Source: an optimization exercise on an open RTL-to-GDS flow (aim: small area, a short achievable clock period and few clock cycles). Production flows keep margins and buffers that such runs may drop.
The RTL was checked by simulation tests, not by an equivalence proof against the original design.

== main ==
==> flow/design.v (excerpt) <==
module rsa_modexp
#(
  parameter  int W   = 32,
  localparam int OPW = 2 * W
) (
  input  logic           clk,
  input  logic           rst_n,
  input  logic           start,
  input  logic [OPW-1:0] n,
  input  logic [OPW-1:0] exp,
  input  logic [OPW-1:0] msg,
  output logic [OPW-1:0] result,
  output logic           busy,
  output logic           done,
  output logic           err
);
Size: ~520 flip-flops.
Settings: LEC_CHECK=0, ABC_CLOCK_PERIOD_IN_PS=2500, CAP_MARGIN=20, CORE_MARGIN=2, CORE_UTILIZATION=45, SETUP_SLACK_MARGIN=5, SLEW_MARGIN=20; clock period 10.5 ns.
run.sh (not shown) runs the stock make flow with config.mk's settings and CLKGATE_MAP_FILE= SYNTH_SCRIPT=/design/flow/synth_recipe.tcl, a recipe that flattens the netlist after the stock synthesis.
Testbench counts of main, summed over its fixed seeds: cycles 96,602.
Here is what was changed in the inputs of the feature branch compared with main.
--- a/flow/design.v
+++ b/flow/design.v
@@ -11,21 +11,21 @@
   input  logic           rst_n,
   input  logic           start,
   input  logic [OPW-1:0] n,
   input  logic [OPW-1:0] exp,
   input  logic [OPW-1:0] msg,
   output logic [OPW-1:0] result,
   output logic           busy,
   output logic           done,
   output logic           err
 );
-  localparam int K    = 4;                       
+  localparam int K    = 3;                       
   localparam int ITER = (66 + K - 1) / K + 1;    
   localparam int RD   = K * ITER;                
   localparam int RB   = K * (ITER - 1);          
   localparam int NG   = (K + 1) / 2;             
   localparam int AW   = OPW + 1;                 
   localparam int SW   = OPW + K + 3;             
   localparam int TW   = SW + K + 2;              
   localparam int XW   = OPW + 3;                 
   localparam int NW   = OPW + 2;                 
   localparam int S_IDLE  = 0;
Results
- Against main, the feature branch comes in 11% lower on gate count after technology mapping.
- Storage element area (the feature branch vs. main) decreases slightly
- On summed area of non-filler cells in the final layout: the feature branch sits below main.
- On the feature branch: actual transition at the worst max-transition pin is 3.8 ps higher than what main gave.
- Summary of the feature branch over main: number of clock-tree buffers in the layout down 3.2%, largest stage delay on the critical path up 210 ps.
- Relative to main, wire length has gone down in the feature branch.
- Sort the feature branch and main by number of enable-type register cells in the synthesized netlist asc -> top: the feature branch
- Proportion of cell area occupied by multi-input gates for the feature branch: 2.2 points down relative to main
- main → the feature branch: async set-or-reset flop fraction in the synthesized netlist now larger; post-layout worst setup margin +210 ps; minimum hold slack grew by 21 ps.
Testbench counts of the feature branch, summed over its fixed seeds: cycles 120,664.

== rev 12 ==
Another version of the RTL of rsa_modexp (not shown whole).
Size in the first run: roughly 470 flip-flops, roughly 42000 um2 of cells after synthesis.
make LEC_CHECK=0 ABC_CLOCK_PERIOD_IN_PS=2500 CAP_MARGIN=20 CORE_MARGIN=2 CORE_UTILIZATION=45 SETUP_SLACK_MARGIN=5 SLEW_MARGIN=20 finish   # period 10.5 ns
Testbench counts of rev 12, summed over its fixed seeds: cycles 96,602.
The inputs of rev 13 differ from those of rev 12 as listed below.
--- a/flow/design.v
+++ b/flow/design.v
@@ -53,19 +53,18 @@
   logic           k_x2, k_xsx, k_yc, k_ya, k_ysub, k_yadd;
   logic [OPW-1:0] r_n;
   logic [K-1:0]   r_mq;        
   logic [7:0]     r_qp;        
   logic [OPW-1:0] r_e;
   logic [SW-1:0]  r_s;
   logic [SW-1:0]  r_c;
   logic           r_cin;       
   logic [K-1:0]   r_t;         
-  logic [1:0]     r_nq;        
   logic [AW-1:0]  r_m;         
   logic [K-1:0]   r_d;         
   logic [6:0]     r_cnt;
   logic           r_cz;        
   logic           r_cl;        
   logic [6:0]     r_nidx;      
   logic [6:0]     r_bc;        
   logic [1:0]     r_op;
   logic           r_mulpend;
@@ -132,31 +131,28 @@
     logic [K-1:0]  t, tp, tg;
     logic [K:0]    tc;
     logic [TW-1:0] y [K];
     logic [TW-1:0] qr [K];
     logic [TW-1:0] r0, r1, r2, r3, r4, r5, u0, u1;
     logic [2*TW-1:0] f;
     logic [1:0]    g;
     t = r_t;
     if (K == 4) begin
-      mm_q[1:0] = t[1:0];
+      mm_q[1:0] = {t[1] ^ (r_mq[1] & t[0]), t[0]};
       mm_q[3:2] = r_qp[2*t[1:0] +: 2] + (r_mq[1] ? 2'(-t[3:2]) : t[3:2]);
     end else begin
       mm_q = K'(t * r_mq);
     end
     for (int j = 0; j < K; j++)
       y[j] = r_d[j] ? (TW'(r_a) << (K + j)) : '0;
     y[0][0] = cin;
     for (int h = 0; h < K; h++)
-      if (K == 4 && h < 2)
-        qr[h] = r_nq[h] ? '0 : (TW'(r_n) << h);
-      else
-        qr[h] = mm_q[h] ? (TW'(r_n) << h) : '0;
+      qr[h] = mm_q[h] ? (TW'(r_n) << h) : '0;
     r0 = TW'(r_s);
     r1 = TW'(r_c);
     if (K == 4) begin
       f = fa(r0, r1, y[0]);            r0 = f[TW-1:0]; r1 = f[2*TW-1:TW] << 1;
       f = fa(y[1], y[2], y[3]);        r2 = f[TW-1:0]; r3 = f[2*TW-1:TW] << 1;
       f = fa(r0, r1, r2);              r0 = f[TW-1:0]; r1 = f[2*TW-1:TW] << 1;
       f = fa(r3, qr[0], qr[1]);        r2 = f[TW-1:0]; r3 = f[2*TW-1:TW] << 1;
       f = fa(r0, r1, r2);              r0 = f[TW-1:0]; r1 = f[2*TW-1:TW] << 1;
       f = fa(r3, qr[2], qr[3]);        r2 = f[TW-1:0]; r3 = f[2*TW-1:TW] << 1;
@@ -423,23 +419,19 @@
       r_a     <= w_a;
     end
   end
   always_ff @(posedge clk) begin
     r_n       <= w_n;
     r_e       <= w_e;
     r_s       <= w_s;
     r_c       <= w_c;
     r_cin     <= r_st[S_MM] & mm_cin;
-    r_nq      <= r_st[S_MM] ? ~{mm_t[1] ^ (r_mq[1] & mm_t[0]), mm_t[0]} : '1;
-    if (K == 4)
-      r_t     <= r_st[S_MM] ? {mm_t[3:2], mm_t[1] ^ (r_mq[1] & mm_t[0]), mm_t[0]} : '0;
-    else
-      r_t     <= r_st[S_MM] ? mm_t : '0;
+    r_t       <= r_st[S_MM] ? mm_t : '0;
     k_x2      <= w_x2;
     k_xsx     <= w_xsx;
     k_yc      <= w_yc;
     k_ya      <= w_ya;
     k_ysub    <= w_ysub;
     k_yadd    <= w_yadd;
     r_m       <= w_m;
     r_d       <= w_d;
     r_cnt     <= w_cnt;
@@ -449,17 +441,17 @@
     r_bc      <= w_bc;
     r_op      <= w_op;
     r_mulpend <= w_mulpend;
     r_lead    <= w_lead;
     r_sub     <= w_sub;
     r_ge      <= cpa_sum[XW];
     if (r_st[S_CHK2]) begin
       r_mq <= neg_inv(r_n[K-1:0]);
       for (int i = 0; i < 4; i++)
-        r_qp[2*i +: 2] <= 2'(((((i * 32'(neg_inv(r_n[K-1:0]))) % 4) * 32'(neg_inv(r_n[K-1:0]))) % 16) >> 2);
+        r_qp[2*i +: 2] <= 2'((i * 32'(neg_inv(r_n[K-1:0]))) >> 2);
     end
   end
   assign busy   = r_busy;
   assign done   = r_done;
   assign result = r_a[OPW-1:0];
   assign err    = r_err;
 endmodule
Sequential fraction of total cell area | rev 13 below rev 12
Going from rev 12 to rev 13, routing usage on met1 grows by 0.36 points.
Rev 12 → rev 13: detail-routed via count per cell now sits higher; complex-gate fraction of the synthesized area went up by 0.34 points; gate count of the mapped netlist went up 93; shortest clock period the worst path allows after layout now larger; die extent in x picked up an extra 1.6 um.
Cell with the largest stage delay on the worst path: sky130_fd_sc_hd__a2111oi_0 -> rev 12, sky130_fd_sc_hd__nor4_1 -> rev 13
Of the two values seen for capture point of the critical path, r_s[33]$_DFFE_PP_ was produced by rev 12 and r_nidx[6]$_DFF_P_ by rev 13.
Vertical die dimension ended up about 0.5% higher on rev 13 than on rev 12.
Taking rev 12 as the reference, in rev 13 slew at the pin closest to its max-slew limit +0.27 ns, routed wire length rose by 5.6%.
Flip-flop and latch count: rev 13 < rev 12
Testbench counts of rev 13, summed over its fixed seeds: cycles 96,602.

-- port drivers added, routing unchanged --
The results above use ideal ports. As a check the final layouts listed here were re-extracted and re-timed, cells and wires unchanged. Step 1 sets driving cells, clkbuf_16 on the clock port and buf_2 on the other inputs (assumed; they add their load-dependent delay and slew). Step 2 times the ports against the registers' clock, not the clock port: input delays grow and output delays shrink by t, the midpoint of the rising clock arrivals with the driver on. a / b / c = ideal ports / drivers / drivers and shift; a / b = the first two.
run	shift t [ns]	setup WS [ns]	hold WS [ns]	clock arrival spread, ns	slew at the worst register clock pin (ns)
main	0.714	5.085 / 5.085 / 5.085	0.392 / 0.392 / 0.392	0.019 / 0.019	0.07 / 0.07
the feature branch	0.702	5.294 / 5.294 / 5.294	0.413 / 0.413 / 0.413	0.039 / 0.039	0.06 / 0.06
rev 12	0.728	5.412 / 5.412 / 5.412	0.383 / 0.383 / 0.383	0.023 / 0.023	0.06 / 0.06
rev 13	0.746	5.120 / 5.120 / 5.120	0.373 / 0.373 / 0.373	0.027 / 0.027	0.07 / 0.07
After both steps setup and hold are still met in every run listed.
